What follows belongs to an exercise in optimizing a design on an open flow for small area, a short achievable clock period and few clock cycles per item; a production flow would make more cautious choices.
In this exercise RTL edits were held to simulation tests only and were not proved equivalent to the original.
Power and IR drop assume default switching activity.

`design/flow/run.sh`:
```
#!/bin/bash
# synth_recipe.tcl (not shown) runs the flow's synth.tcl, then flattens the netlist and writes it again
# the make line also repeats each setting of config.mk as NAME=value (left out here)
make -C /OpenROAD-flow-scripts/flow DESIGN_CONFIG=/design/flow/config.mk WORK_HOME=/design/flow/orfs CLKGATE_MAP_FILE= SYNTH_SCRIPT=/design/flow/synth_recipe.tcl finish
```
`design/flow/config.mk`:
```
export PLATFORM = sky130hd
export DESIGN_NAME = zero_order_phase_correct
export DESIGN_NICKNAME = zero_order_phase_correct
export VERILOG_FILES = /design/flow/design.v
export SDC_FILE = /design/flow/constraint.sdc
export NUM_CORES = 4
export LEC_CHECK = 0
export CAP_MARGIN = 20
export CORE_MARGIN = 2
export CORE_UTILIZATION = 55
export CTS_BUF_LIST = sky130_fd_sc_hd__clkbuf_16
export CTS_CLUSTER_DIAMETER = 55
export CTS_CLUSTER_SIZE = 28
export SETUP_SLACK_MARGIN = 5
export SLEW_MARGIN = 20
```
`design/flow/constraint.sdc`:
```
create_clock -name core_clock -period 10.0 [get_ports {clk}]
set_input_delay 2.0000 -clock core_clock [delete_from_list [all_inputs] [get_ports {clk}]]
set_output_delay 2.0000 -clock core_clock [all_outputs]
set_load 0.01 [all_outputs]
```
`design/flow/design.v`:
```
`default_nettype none
package zopc_pkg;
	localparam int PHASE_POINTS_DEF = 30;
	localparam int SMP_W = 18;
	localparam int SUM_W = 24;
	localparam int ANG_W = 16;
	localparam int XY_W = 27;
	localparam int Z_W = 18;
	localparam int ITERS = 15;
	localparam int IT_W = 4;
	localparam int PROD_W = XY_W + 17;
	localparam logic [15:0] INV_GAIN = 16'd39797;
	typedef struct packed {
		logic take;
		logic vec_load;
		logic step;
		logic rd;
		logic rot_load;
		logic mul;
		logic emit;
	} zopc_cmd_t;
	typedef struct packed {
		logic phase_ready;
		logic go_vec;
		logic sum_zero;
		logic iter_last;
		logic out_free;
		logic more;
	} zopc_stat_t;
endpackage
`default_nettype wire
`default_nettype none
module zero_order_phase_correct (
	input wire logic clk,
	input wire logic arst_n,
	input wire logic sample_valid,
	output logic sample_ready,
	input wire logic signed [17:0] sample_real,
	input wire logic signed [17:0] sample_imag,
	input wire logic last_sample,
	output logic result_valid,
	input wire logic result_ready,
	output logic signed [17:0] rotated_real,
	output logic signed [17:0] rotated_imag,
	output logic last_out
);
	localparam int N = 47;            
	localparam int CW = 6;            
	localparam int XW = 24;           
	localparam int VW = 26;           
	localparam int NS = 15;           
	localparam int PW = 17;           
	function automatic logic [15:0] atan_v(input logic [3:0] i);
		case (i)
			4'd0: atan_v = 16'd8192;
			4'd1: atan_v = 16'd4836;
			4'd2: atan_v = 16'd2555;
			4'd3: atan_v = 16'd1297;
			4'd4: atan_v = 16'd651;
			4'd5: atan_v = 16'd326;
			4'd6: atan_v = 16'd163;
			4'd7: atan_v = 16'd81;
			4'd8: atan_v = 16'd41;
			4'd9: atan_v = 16'd20;
			4'd10: atan_v = 16'd10;
			4'd11: atan_v = 16'd5;
			4'd12: atan_v = 16'd3;
			4'd13: atan_v = 16'd1;
			4'd14: atan_v = 16'd1;
			default: atan_v = 16'd0;
		endcase
	endfunction
	function automatic logic signed [23:0] sat_add(input logic signed [23:0] a,
			input logic signed [17:0] b);
		logic signed [24:0] s;
		s = {a[23], a} + {{7{b[17]}}, b};
		if (s[24] != s[23]) sat_add = s[24] ? 24'sh800000 : 24'sh7FFFFF;
		else sat_add = s[23:0];
	endfunction
	logic [36:0] rg [N];      
	logic        rgv [N];
	logic [36:0] wd;          
	logic        wv;
	logic        ready_q;     
	logic        ins;         
	logic        issue;       
	logic [CW-1:0] cnt;       
	logic [CW-1:0] ahead;     
	logic        ins_q;       
	assign ins = sample_valid & ready_q;
	assign sample_ready = ready_q;
	always_ff @(posedge clk) begin
		rg[0] <= wv ? wd : {last_sample, sample_imag, sample_real};
		for (int k = 1; k < N; k++) rg[k] <= rg[k-1];
		wd <= rg[N-1];
	end
	always_ff @(posedge clk or negedge arst_n) begin
		if (!arst_n) begin
			for (int k = 0; k < N; k++) rgv[k] <= 1'b0;
			wv <= 1'b0;
			cnt <= '0;
			ahead <= '0;
			ins_q <= 1'b0;
		end else begin
			rgv[0] <= wv | ins;
			for (int k = 1; k < N; k++) rgv[k] <= rgv[k-1];
			wv <= rgv[N-1] & ~issue;
			cnt <= cnt + CW'(ins) - CW'(issue);
			ins_q <= ins;
			if (rgv[N-1] & ~issue) begin
				if (ahead == '0) ahead <= cnt + CW'(ins) - CW'(1);
				else ahead <= ahead - CW'(1);
			end
		end
	end
	logic [4:0] hcnt;             
	logic signed [23:0] sum_re, sum_im;
	logic signed [23:0] s_re, s_im;
	logic in_head, hd;
	logic [4:0] hcnt_nx;
	assign in_head = (hcnt != 5'd30);
	assign hd = ins_q & in_head & ((hcnt == 5'd29) | rg[0][36]);
	assign s_re = sat_add((hcnt == 5'd0) ? 24'sd0 : sum_re, rg[0][17:0]);
	assign s_im = sat_add((hcnt == 5'd0) ? 24'sd0 : sum_im, rg[0][35:18]);
	assign hcnt_nx = !ins_q ? hcnt : rg[0][36] ? 5'd0 : in_head ? hcnt + 5'd1 : hcnt;
	always_ff @(posedge clk) begin
		if (ins_q & in_head) begin
			sum_re <= s_re;
			sum_im <= s_im;
		end
	end
	logic hd_q;
	logic [47:0] sq0;             
	logic sqv;
	logic vbusy, vzero, vhold;
	logic [NS-1:0] vsel;          
	logic signed [VW-1:0] vx, vy, vxs, vys;
	logic [15:0] vz, vat, vz_nx;
	logic vcw, vload, vdone;
	logic [47:0] vsrc;
	logic signed [23:0] l_re, l_im;
	logic [PW-1:0] pf0;           
	logic pfv;
	logic pf_pop;
	logic sq_push, sq_pop;
	logic [PW-1:0] der;
	assign sq_push = hd_q & (sqv | vbusy);
	assign sq_pop = vload & sqv;
	assign vload = ~vbusy & (sqv | hd_q);
	assign vsrc = sqv ? sq0 : {sum_im, sum_re};
	assign l_re = vsrc[23:0];
	assign l_im = vsrc[47:24];
	assign vcw = ~vy[VW-1] & (vy != '0);
	always_comb begin
		logic signed [VW-1:0] tx, ty;
		vxs = '0;
		vys = '0;
		vat = '0;
		for (int k = 0; k < NS; k++) begin
			tx = vx >>> k;
			ty = vy >>> k;
			vxs = vxs | (tx & {VW{vsel[k]}});
			vys = vys | (ty & {VW{vsel[k]}});
			vat = vat | (atan_v(4'(k)) & {16{vsel[k]}});
		end
	end
	assign vz_nx = vcw ? vz - vat : vz + vat;    
	assign vhold = vsel[NS-1] & pfv;      
	assign vdone = vbusy & vsel[NS-1] & ~pfv;
	always_comb begin
		logic [15:0] n;
		n = vzero ? 16'd0 : vz_nx;   
		der = {(n[15] != n[14]) & (n != 16'h4000), n};
	end
	always_ff @(posedge clk) begin
		if (vload) begin
			if (l_re[23]) begin
				vx <= -$signed({{(VW-24){l_re[23]}}, l_re});
				vy <= -$signed({{(VW-24){l_im[23]}}, l_im});
				vz <= 16'd32768;    
			end else begin
				vx <= {{(VW-24){l_re[23]}}, l_re};
				vy <= {{(VW-24){l_im[23]}}, l_im};
				vz <= 16'd0;
			end
			vzero <= (l_re == '0) & (l_im == '0);
		end else if (vbusy & ~vhold) begin
			vx <= vx + (vys ^ {VW{~vcw}}) + {{(VW-1){1'b0}}, ~vcw};
			vy <= vy + (vxs ^ {VW{vcw}}) + {{(VW-1){1'b0}}, vcw};
			vz <= vz_nx;
		end
		if (sq_push) sq0 <= {sum_im, sum_re};
		if (vdone) pf0 <= der;
	end
	always_ff @(posedge clk or negedge arst_n) begin
		if (!arst_n) begin
			hcnt <= 5'd0;
			hd_q <= 1'b0;
			sqv <= 1'b0;
			vbusy <= 1'b0;
			vsel <= '0;
			pfv <= 1'b0;
		end else begin
			hcnt <= hcnt_nx;
			hd_q <= hd;
			if (sq_push) sqv <= 1'b1;
			else if (sq_pop) sqv <= 1'b0;
			if (vload) begin
				vbusy <= 1'b1;
				vsel <= {{(NS-1){1'b0}}, 1'b1};
			end else if (vdone) begin
				vbusy <= 1'b0;
			end else if (vbusy & ~vhold) begin
				vsel <= {vsel[NS-2:0], 1'b0};
			end
			if (vdone) pfv <= 1'b1;
			else if (pf_pop) pfv <= 1'b0;
		end
	end
	logic adv;                    
	logic prev_last;              
	logic wact;                   
	logic [3:0] wk;
	logic signed [16:0] zc;
	logic [NS-1:0] dir;
	logic flipreg;
	logic first_iss;
	logic issue_ok;
	logic [15:0] w_a;             
	logic p_fl, p_d0, p_d1;
	logic signed [16:0] p_z0, p_z1, p_z2;
	always_comb begin
		p_fl = pf0[16];
		p_z0 = p_fl ? {pf0[14], pf0[14], pf0[14:0]} : {pf0[15], pf0[15:0]};
		p_d0 = ~p_z0[16];
		p_z1 = p_d0 ? p_z0 - 17'sd8192 : p_z0 + 17'sd8192;
		p_d1 = ~p_z1[16];
		p_z2 = p_d1 ? p_z1 - 17'sd4836 : p_z1 + 17'sd4836;
	end
	assign first_iss = prev_last;
	assign issue_ok = ~first_iss | (pfv & ~wact);
	assign issue = rgv[N-1] & (ahead == '0) & adv & issue_ok;
	assign pf_pop = issue & first_iss;
	always_ff @(posedge clk) begin
		if (pf_pop) begin
			flipreg <= p_fl;
			dir[0] <= p_d0;
			dir[1] <= p_d1;
			zc <= p_z2;
			w_a <= atan_v(4'd2);
		end else if (adv & wact) begin
			for (int k = 2; k < NS; k++)
				if (wk == 4'(k)) dir[k] <= ~zc[16];
			zc <= zc[16] ? zc + $signed({1'b0, w_a}) : zc - $signed({1'b0, w_a});
			w_a <= atan_v(wk + 4'd1);
		end
	end
	always_ff @(posedge clk or negedge arst_n) begin
		if (!arst_n) begin
			prev_last <= 1'b1;
			wact <= 1'b0;
			wk <= 4'd0;
		end else begin
			if (issue) prev_last <= rg[N-1][36];
			if (pf_pop) begin
				wact <= 1'b1;
				wk <= 4'd2;
			end else if (adv & wact) begin
				wk <= wk + 4'd1;
				if (wk == 4'(NS - 1)) wact <= 1'b0;
			end
		end
	end
	logic signed [XW-1:0] px [1:NS];
	logic signed [XW-1:0] py [1:NS];
	logic pv [1:NS];
	logic pl [1:NS];
	logic f0, d0u;
	logic signed [19:0] o_re, o_im, s0x, s0y;
	logic ax, bx, ay, by;
	assign f0 = first_iss ? p_fl : flipreg;
	assign d0u = first_iss ? p_d0 : dir[0];
	assign o_re = {{2{rg[N-1][17]}}, rg[N-1][17:0]};
	assign o_im = {{2{rg[N-1][35]}}, rg[N-1][35:18]};
	assign ax = f0;                  
	assign bx = f0 ^ d0u;
	assign ay = f0;
	assign by = f0 ^ ~d0u;
	assign s0x = (o_re ^ {20{ax}}) + (o_im ^ {20{bx}}) + {18'd0, ax & bx, ax ^ bx};
	assign s0y = (o_im ^ {20{ay}}) + (o_re ^ {20{by}}) + {18'd0, ay & by, ay ^ by};
	always_ff @(posedge clk) begin
		if (adv) begin
			px[1] <= {s0x, 4'b0000};
			py[1] <= {s0y, 4'b0000};
			pl[1] <= rg[N-1][36];
		end
	end
	for (genvar g = 1; g < NS; g++) begin : g_stage
		logic signed [XW-1:0] xs, ys, xn, yn;
		logic d;
		assign d = dir[g];
		assign xs = px[g] >>> g;
		assign ys = py[g] >>> g;
		assign xn = px[g] + (ys ^ {XW{d}}) + {{(XW-1){1'b0}}, d};
		assign yn = py[g] + (xs ^ {XW{~d}}) + {{(XW-1){1'b0}}, ~d};
		always_ff @(posedge clk) begin
			if (adv) begin
				px[g+1] <= xn;
				py[g+1] <= yn;
				pl[g+1] <= pl[g];
			end
		end
	end
	logic signed [39:0] ma_x, mb_x, ma_y, mb_y;
	logic mv, ml;
	logic signed [39:0] gx, gy;
	assign gx = {{16{px[NS][XW-1]}}, px[NS]};
	assign gy = {{16{py[NS][XW-1]}}, py[NS]};
	always_ff @(posedge clk) begin
		if (adv) begin
			ma_x <= (gx <<< 15) + (gx <<< 13) - (gx <<< 10) - (gx <<< 7);
			mb_x <= (gx <<< 2) + gx - (gx <<< 4) + 40'sd524288;
			ma_y <= (gy <<< 15) + (gy <<< 13) - (gy <<< 10) - (gy <<< 7);
			mb_y <= (gy <<< 2) + gy - (gy <<< 4) + 40'sd524288;
			ml <= pl[NS];
		end
	end
	always_ff @(posedge clk or negedge arst_n) begin
		if (!arst_n) begin
			for (int k = 1; k <= NS; k++) pv[k] <= 1'b0;
			mv <= 1'b0;
		end else if (adv) begin
			pv[1] <= issue;
			for (int k = 1; k < NS; k++) pv[k+1] <= pv[k];
			mv <= pv[NS];
		end
	end
	function automatic logic [17:0] clip20(input logic signed [39:0] p);
		logic [19:0] r;
		r = p[39:20];
		if (r[19:17] == 3'b000 || r[19:17] == 3'b111) clip20 = r[17:0];
		else clip20 = r[19] ? 18'h20000 : 18'h1FFFF;
	endfunction
	logic [36:0] ob;
	logic rv_q;
	assign adv = ~rv_q | result_ready;
	always_ff @(posedge clk) begin
		if (adv) ob <= {ml, clip20(ma_y + mb_y), clip20(ma_x + mb_x)};
	end
	always_ff @(posedge clk or negedge arst_n) begin
		if (!arst_n) rv_q <= 1'b0;
		else if (adv) rv_q <= mv;
	end
	assign result_valid = rv_q;
	assign rotated_real = ob[17:0];
	assign rotated_imag = ob[35:18];
	assign last_out = ob[36];
	logic liwl;                   
	logic [3:0] sf;               
	logic [3:0] sf_i, sf_l, sf_nx;
	logic [2:0] obs;
	logic ih, ok_n, ok_l, ok_c, ready_d;
	assign sf_i = (sf == 4'd15) ? 4'd15 : sf + 4'd1;
	assign sf_l = liwl ? 4'd1 : sf_i;
	assign obs = {2'b00, vbusy & ~vdone} + {2'b00, sqv} + {2'b00, hd_q} + {2'b00, hd};
	assign ih = (hcnt_nx != 5'd30);    
	assign ok_n = (obs + {2'b00, ih} <= 3'd2) & ~(liwl & (sf_i < 4'(NS - 1)));
	assign ok_l = (obs + {2'b00, ih} + 3'd1 <= 3'd2) & ~(sf_l < 4'(NS - 1));
	assign ok_c = (obs + {2'b00, ih} <= 3'd2);
	assign sf_nx = (ins & liwl) ? 4'd1 : sf_i;
	assign ready_d = ~(rgv[N-1] & ~issue) & (ahead == '0)
		& (ins ? (last_sample ? ok_l : ok_c) : ok_n);
	always_ff @(posedge clk or negedge arst_n) begin
		if (!arst_n) begin
			liwl <= 1'b1;
			sf <= 4'd15;
			ready_q <= 1'b0;
		end else begin
			if (ins) liwl <= last_sample;
			sf <= sf_nx;
			ready_q <= ready_d;
		end
	end
endmodule
`default_nettype wire
```
==> results.yml, run 1 <==
die:
  rows: 180
  start_util_pct: 55.22
  die_h_um: 494.9
  io-pin-count: 80
  die_area_um2: 245000
  dieWidth_um: 494.9
  core_um2: 240100
cts:
  cts_buffers: 212
  clkTransAtPathRegs_ps: 90
  clock-sinks: 2987
  worstSkewPairLatency_ps: 910
  tritoncts: "yes"
  htree_levels: 4
  root_buffer: "clkbuf_16"
  clk_path_buf_depth: 3
  holdBufCountCts: 0
pwr:
  p_int_mw: 26.42
  p_sw_share_pct: 36.86
  p_comb_share_pct: 41.0
  p_total_mw: 41.85
  power_density_nw_per_um2: 285.7
  seqPwrFrac_pct: 36.9
  clock_power_share_pct: 22.1
  switchingPower_mw: 15.43
  p_leak_nw: 61.27
  vdd_drop_max_mv: 0.2473
worst_hold_path:
  hp-class: "flop to flop"
global_routing:
  grt_use_total_pct: 23.41
  use_met2_pct: 39.85
  grt_max_degree: 166
  grt_pass1_vias: 82560
  grt.met3_usage_pct: 2.902
  top_usage_layer: "met2"
  antenna_found_initial: 4
  grt_pass1_wl_um: 455400
  gr-total-overflow: 0
  grtUsageMet1_pct: 31.16
route:
  firstDrtPassIters: 8
  wl_per_cell_um: 19.58
  vias: 83090
  drt-initial-drc-count: 5577
  detail_route.wirelength_um: 291400
  antenna_left: 0
  drc_errors: 0
  via_per_inst: 5.583
logic_synthesis:
  seq_area_frac_synth_pct: 53.72
  synth_edf_count: 1083
  syn_nets: 12640
  ys_ff_latch: 2987
  syn-mean-instance-area_um2: 11.70
  async_flop_share_pct: 3.817
  syn_area_um2: 132600
  synth.distinct_cells: 100
  synthCells: 11330
  ys_warn_count: 7
  synth-main-ff-cell: "dfxtp_1"
worst_setup_path:
  endpoint: "pf0[16]"
  crit_fanout: 56
  critPathSlowestCell: "or4_4"
  rr_startpoint: "vsel[2]"
  reg2reg_setup_slack_ps: 4420
  cp-startpoint: "vsel[2]"
  critPathMaxStageDelay_ps: 510
  cp.required_ps: 10580
  crit_arrival_ps: 6160
  rr_worst_depth: 25
  critPathLaunchType: "flop"
  cp-end-kind: "flop"
  timing.rr.end: "pf0[16]"
  worstSetupPathType: "flop to flop"
timing:
  drv_slew: 0
  worst_pin_slew_ps: 1049
  period_needed_ps: 5579
  hold_viol: 0
  fin_worst_skew_ps: 97.38
  rsz0062_at_grt: "yes"
  relSlewSlack_pct: 29.57
  whs_ps: 271.5
  setup_viol: 0
  clock.fmax_mhz: 179.2
  finalCritPeriodShare_pct: 55.79
  fin_setup_tns_ps: 0
layout:
  n_fill_cell: 19200
  fin_util_pct: 61.01
  syn_to_final_growth_pct: 10.49
  seq_area_um2: 71230
  nNetsFinal: 12840
  drive_above_1_share_pct: 6.910
  multiInputGateArea_um2: 59350
  fin_area_um2: 146500
job:
  maxCapViolCount: 0
place:
  place_area_um2: 137000
  place_congestion: 0.9224
  io_buffers: 79
  dp_hpwl_um: 210100
run_status:
  run_status: "finished clean"
flip-flops by register name (all words and copies together) (netlist names), 26 cells and up:
signal,flops
rg,1739
py,352
px,351
sq0,48
rgv,47
ob,37
wd,37
ma_x,33
ma_y,33
vx,26
vy,26
final cells by class:
type | count | area share (%)
Clock inverter | 168 | 1.666
Clock buffer | 213 | 3.639
Sequential cell | 2987 | 48.63
Tap cell | 3185 | 2.721
Timing Repair Buffer | 262 | 1.710
Antenna cell | 4 | 0.006834
Multi-Input combinational cell | 7632 | 40.52
Inverter | 431 | 1.105
layer usage:
metal / wire length, µm / vias up
met5: 0 / -
met4: 8560 / 0
met3: 12110 / 451
met2: 140200 / 1699
met1: 130600 / 39960
li1: - / 40980
synthesized netlist by cell type (all sizes together) (245+ instances only):
| cell type | count | area (µm²) |
|---|---|---|
| dfxtp | 1790 | 35830 |
| ha | 1108 | 13860 |
| edfxtp | 1083 | 32520 |
| xnor2 | 917 | 8031 |
| a21oi | 699 | 3506 |
| nor2 | 687 | 2579 |
| xor2 | 532 | 4659 |
| nand2 | 449 | 1685 |
| inv | 431 | 1618 |
| o21ai | 430 | 2152 |
| a21o | 260 | 1953 |
| nor3 | 245 | 1226 |
cell families after synthesis:
group | count (synthesis) | share of synthesized area, %
AO/OA/AOI/OAI | 2435 | 12.12
buffers and inverters | 708 | 2.027
XOR/XNOR | 1449 | 9.574
flip-flops | 2987 | 53.72
multiplexers | 116 | 0.9542
adder cells (fa/ha/maj) | 1279 | 12.98
AND/OR/NAND/NOR | 2353 | 8.622
critical path: cells and delay by family, from the launching register on:
kind / cells / cell delay, ps
and+or+nand+nor: 8 / 1880
AOI/OAI and AO/OA: 10 / 1600
adders and majority gates: 3 / 720
DFF: 1 / 410
buffers and inverters: 2 / 330
xor gates and xnor gates: 2 / 310
timing repair:
action                                  in CTS  in global routing
pin swaps                                   31                 51
setup buffers                               58                 42
resized for setup                           65                 89
gates cloned                                 3                  3
endpoints found under the setup margin     105                 68
placed cells by master (no fill, tap or decap), types with 45 or more instances in the layout:
cell / netlist / routed
a211oi_1: 71 / 66
a21o_1: 259 / 259
a21oi_1: 697 / 684
a221oi_1: 47 / 45
a22oi_1: 146 / 146
a31oi_1: 92 / 85
and2_1: 67 / 67
and3_1: 120 / 120
buf_4: 2 / 152
clkbuf_16: 0 / 215
clkdlybuf4s50_1: 0 / 78
dfrtp_1: 108 / 102
dfxtp_1: 1790 / 1790
edfxtp_1: 1083 / 1083
fa_1: 163 / 161
ha_1: 1108 / 1103
inv_1: 431 / 437
mux2_2: 69 / 64
nand2_1: 449 / 446
nand2b_1: 127 / 126
nand3_1: 222 / 220
nand4_1: 70 / 70
nor2_1: 687 / 679
nor2b_1: 164 / 163
nor3_1: 245 / 243
o21a_1: 139 / 138
o21ai_0: 321 / 310
o21ai_1: 109 / 114
o21bai_1: 91 / 91
or3_1: 71 / 69
xnor2_1: 917 / 914
xor2_1: 532 / 531
stage by stage:
stage	std cells	setup WS, ps
floorplan	11330	4948
CTS	14830	4475
finish	14880	4421
global placement	14390	3131
global route	14880	4096
detailed placement	14390	3144
worst min path at each step:
| stage | startpoint | to | cells past startpoint |
|---|---|---|---|
| detailed placement | rg[17][3] | rg[18][3] | 0 |
| global route | rg[42][26] | rg[43][26] | 0 |
| CTS | rg[42][26] | rg[43][26] | 0 |
| global placement | rg[30][14] | rg[31][14] | 0 |
| finish | rg[42][26] | rg[43][26] | 0 |
| floorplan | rg[9][0] | rg[10][0] | 0 |
power groups by stage:
| stage | sequential, mW | clock [mW] | combinational, mW |
|---|---|---|---|
| 4_1_cts | 15.5 | 9.50 | 16.3 |
| 2_1_floorplan | 15.3 | 0 | 12.1 |
| 3_5_place_dp | 15.9 | 0 | 15.4 |
| 3_3_place_gp | 15.9 | 0 | 15.1 |
| 6_report | 15.5 | 9.25 | 17.1 |
| 5_1_grt | 15.6 | 9.96 | 19.0 |
Testbench counts, summed over its fixed seeds: cycles 13,096, items 12,447.
==> inputs of run 2 (changes only) <==
--- a/design/flow/design.v
+++ b/design/flow/design.v
@@ -164,14 +164,16 @@
 			vat = vat | (atan_v(4'(k)) & {16{vsel[k]}});
 		end
 	end
-	assign vz_nx = vcw ? vz - vat : vz + vat;    
+	logic [15:0] vz_p, vz_m;
+	logic fl_p, fl_m;
+	assign vz_p = vz + vat;
+	assign vz_m = vz - vat;
+	assign fl_p = (vz_p[15] != vz_p[14]) & (vz_p != 16'h4000);
+	assign fl_m = (vz_m[15] != vz_m[14]) & (vz_m != 16'h4000);
+	assign vz_nx = vcw ? vz_m : vz_p;
 	assign vhold = vsel[NS-1] & pfv;      
 	assign vdone = vbusy & vsel[NS-1] & ~pfv;
-	always_comb begin
-		logic [15:0] n;
-		n = vzero ? 16'd0 : vz_nx;   
-		der = {(n[15] != n[14]) & (n != 16'h4000), n};
-	end
+	assign der = vzero ? 17'd0 : vcw ? {fl_m, vz_m} : {fl_p, vz_p};
 	always_ff @(posedge clk) begin
 		if (vload) begin
 			if (l_re[23]) begin
--- a/design/flow/config.mk
+++ b/design/flow/config.mk
@@ -8,8 +8,8 @@
 export CAP_MARGIN = 20
 export CORE_MARGIN = 2
 export CORE_UTILIZATION = 55
-export CTS_BUF_LIST = sky130_fd_sc_hd__clkbuf_16
-export CTS_CLUSTER_DIAMETER = 55
-export CTS_CLUSTER_SIZE = 28
+export CTS_BUF_LIST = sky130_fd_sc_hd__clkbuf_8
+export CTS_CLUSTER_DIAMETER = 50
+export CTS_CLUSTER_SIZE = 16
 export SETUP_SLACK_MARGIN = 5
 export SLEW_MARGIN = 20
==> run 2 against run 1 <==
  * Sequential share of layout area is essentially flat
  * Critical path depth shrank 1
  * Synthesized area grew 1.2%
  * Setup slack gained 650 ps
  * Largest cell class unchanged
  * Via count grew 3.4%
  * Clock skew grew 55 ps
  * Sequential power is essentially flat
  * Non-clock buffer count shrank 17
  * Clock-buffer cell count grew 108
==> results.yml, run 2 <==
worst_setup_path:
  crit_cells: 24
  critPathMaxStageDelay_ps: 390
  critPathSlowestCell: "nor4_2"
  crit_arrival_ps: 5680
  crit_buf_inv: 3
  crit_fanout: 34
  cp.required_ps: 10750
  cp_top_family: "simple AND/OR/NAND/NOR gates"
  reg2reg_setup_slack_ps: 5070
  cp_cell_sequence: "buf_8, nor2_4, nand4_1, buf_4, ha_1, inv_1, fa_2, nor2b_1, o21a_1, o21ai_1, a21oi_1, o21a_1, or2_2, a211o_1, nand2_1, o21bai_1, a21oi_1, xor2_1, ha_2, nand4b_1, nor4_2, nand4_1, nor4_2, o22ai_2"
  critPathLaunchType: "flop"
  worstSetupPathType: "flop to flop"
  timing.rr.end: "pf0[16]"
  rr_worst_depth: 24
  rr_startpoint: "vsel[11]"
  cp-end-kind: "flop"
route:
  drc_errors: 0
  detail_route.wirelength_um: 297100
  vias: 85950
  via_per_inst: 5.631
  antenna_left: 0
  drt-initial-drc-count: 6307
  firstDrtPassIters: 10
  wl_per_cell_um: 19.46
pwr:
  vdd_drop_max_mv: 0.3159
  p_int_mw: 25.70
  power_density_nw_per_um2: 281.1
  p_sw_share_pct: 37.53
  p_comb_share_pct: 42.5
  clock_power_share_pct: 19.5
  switchingPower_mw: 15.44
  seqPwrFrac_pct: 38.0
  p_leak_nw: 61.19
logic_synthesis:
  yosys-top-cells-area: "dfxtp_1, edfxtp_1, ha_1, xnor2_1, xor2_1"
  syn-mean-instance-area_um2: 11.56
  synth.distinct_cells: 101
  async_flop_share_pct: 3.817
  synth_top_cell_by_area: "dfxtp_1"
  ys_warn_count: 7
  syn_area_um2: 134100
  ys_ff_latch: 2987
  synth_edf_count: 1083
  synth-main-ff-cell: "dfxtp_1"
  synth_most_common_cell: "dfxtp_1"
  synthCells: 11600
  synth_top_area_share_pct: 26.72
  synth.cells.most_frequent: "dfxtp_1, ha_1, edfxtp_1"
  syn_nets: 12930
  seq_area_frac_synth_pct: 53.10
die:
  dieWidth_um: 497.8
  io-pin-count: 80
  die_area_um2: 247800
  rows: 181
  core_um2: 242800
  start_util_pct: 55.24
  die_h_um: 497.8
cts:
  cts_buffers: 314
  clkTransAtPathRegs_ps: 90
  worstSkewPairLatency_ps: 1140
  clock-sinks: 2987
  tritoncts: "yes"
  root_buffer: "clkbuf_8"
  htree_levels: 5
  clk_path_buf_depth: 4
  holdBufCountCts: 0
place:
  place_ws_ps: 3436
  dp_hpwl_um: 213200
  place_congestion: 0.9085
  dp.cells: 14670
  io_buffers: 79
job:
  maxCapViolCount: 0
layout:
  largest_reg_flops: 1739
  reg.largest.list: "rg: 1739 flops, py: 352 flops, px: 351 flops"
  multiInputGateArea_um2: 60690
  fin_cells: 15260
  fin_util_pct: 60.29
  nNetsFinal: 13220
  n_fill_cell: 19620
  layout_common_cells: "dfxtp_1, ha_1, edfxtp_1"
  seq_area_um2: 71230
  top_register: "rg"
  syn_to_final_growth_pct: 9.128
  final_common_cell: "dfxtp_1"
  drive_above_1_share_pct: 7.330
worst_hold_path:
  hold_start: "rg[45][0]"
  hold_path_depth: 0
  hold_end: "rg[46][0]"
  hp-class: "flop to flop"
global_routing:
  top_usage_layer: "met2"
  grt_pass1_wl_um: 465800
  grt_pass1_vias: 84790
  use_met2_pct: 39.35
  grtUsageMet1_pct: 31.07
  grt_max_degree: 170
  grt.met3_usage_pct: 3.392
  antenna_found_initial: 4
  grt_use_total_pct: 23.39
  gr-total-overflow: 0
timing:
  fin_setup_tns_ps: 0
  setup_viol: 0
  finalCritPeriodShare_pct: 49.32
  rsz0062_at_grt: "yes"
  hold_viol: 0
  worst_pin_slew_ps: 1091
  fin_worst_skew_ps: 152.6
  clock.fmax_mhz: 202.7
  drv_slew: 0
  relSlewSlack_pct: 27.27
  period_needed_ps: 4932
  fin_ws_ps: 5068
run_status:
  run_status: "finished clean"
-- run 2: changes by cell type in the layout (fill, tap and decap cells not counted), moves of 26 or more --
cell	previous run	this run
o21ai_1	114	54
o21ai_0	310	436
clkbuf_16	215	11
clkbuf_8	1	321
inv_1	437	474
nand2_1	446	495
clkinv_16	26	0
nor2_1	679	709
-- run 2: final cells by class --
cell class / count / area share, %
multi-input cells: 7886 / 41.47
well taps: 3202 / 2.737
repair buffers: 245 / 1.689
clock buffers: 321 / 3.019
flip-flops and latches: 2987 / 48.67
clock inverters: 168 / 1.246
diodes: 2 / 0.003420
inverters: 453 / 1.168
-- run 2: power by group through the flow --
stage               Combinational, mW  Sequential (mW)  Clock (mW)
floorplan                        12.8             15.3           0
global placement                 15.9             16.0           0
detailed placement               16.2             16.0           0
CTS                              16.6             15.6        8.30
global route                     19.3             15.7        8.77
finish                           17.5             15.6        8.00
-- run 2: cells by family after synthesis --
kind of cell / share of synthesized area, %
AOI/OAI and AO/OA: 12.48
buffers and inverters: 2.044
DFF: 53.10
and+or+nand+nor: 8.975
muxes: 0.8863
adders and majority gates: 12.99
xor gates and xnor gates: 9.521
-- run 2: worst max path at each step --
stage	from	endpoint	slack [ps]
floorplan	prev_last	py[1][23]	5010
global placement	result_ready	w_a[5]	3530
detailed placement	result_ready	zc[4]	3440
CTS	hcnt[0]	sum_re[14]	5010
global route	vsel[13]	pf0[16]	4760
finish	vsel[11]	pf0[16]	5070
-- run 2: routing by layer --
layer / wire length, µm / part of all wire, %
met4: 9461 / 3.2
met2: 141200 / 48
met1: 131900 / 44
met3: 14520 / 4.9
met5: 0 / 0
-- run 2: repair_timing --
| item | 4_1_cts | 5_1_grt |
|---|---|---|
| pin swaps | 2 | 39 |
| resized for setup | 57 | 91 |
| buffers inserted | 18 | 74 |
| endpoints found under the setup margin | 124 | 181 |
| hold endpoints to repair | 0 | 0 |
| gates cloned | 0 | 13 |
-- run 2: through the flow --
stage | power (mW) | cell area [µm²] | hold slack (ps)
floorplan | 28.10 | 134200 | 309.6
global placement | 31.90 | 138400 | 309.7
detailed placement | 32.17 | 138500 | 312.1
CTS | 40.54 | 145100 | 238.5
global route | 43.83 | 146400 | 251.3
finish | 41.14 | 146400 | 255.2
Testbench counts of run 2, summed over its fixed seeds: cycles 13,096, items 12,447.

[separate check: timing with driven ports]
In the flow no input, the clock included, has a driving cell. The finished layouts below were timed again as built, in two steps.
Step 1, drivers: a clkbuf_16 drives clk and a buf_2 each remaining input, both assumed.
Step 2 adds t to the input delays and takes it off the output delays; t is the mean of the earliest and latest rising clock arrival at the registers after step 1. Input paths then give back, and output paths get back, about the clock's delay inside the block.
a / b / c = ideal / step 1 / step 2; a / b = the first two.
run	shift t [ns]	setup slack, ns	hold WS [ns]	worst setup path at the end
run 1	0.964	4.421 / 4.421 / 4.394	0.271 / 0.271 / 0.271	input to register
run 2	1.143	5.068 / 5.068 / 4.263	0.255 / 0.255 / 0.255	input to register
After both steps every run listed still meets setup and hold. The setup slack of run 2, which loses most, moves by 0.000 ns with the drivers and by -0.805 ns with both steps.
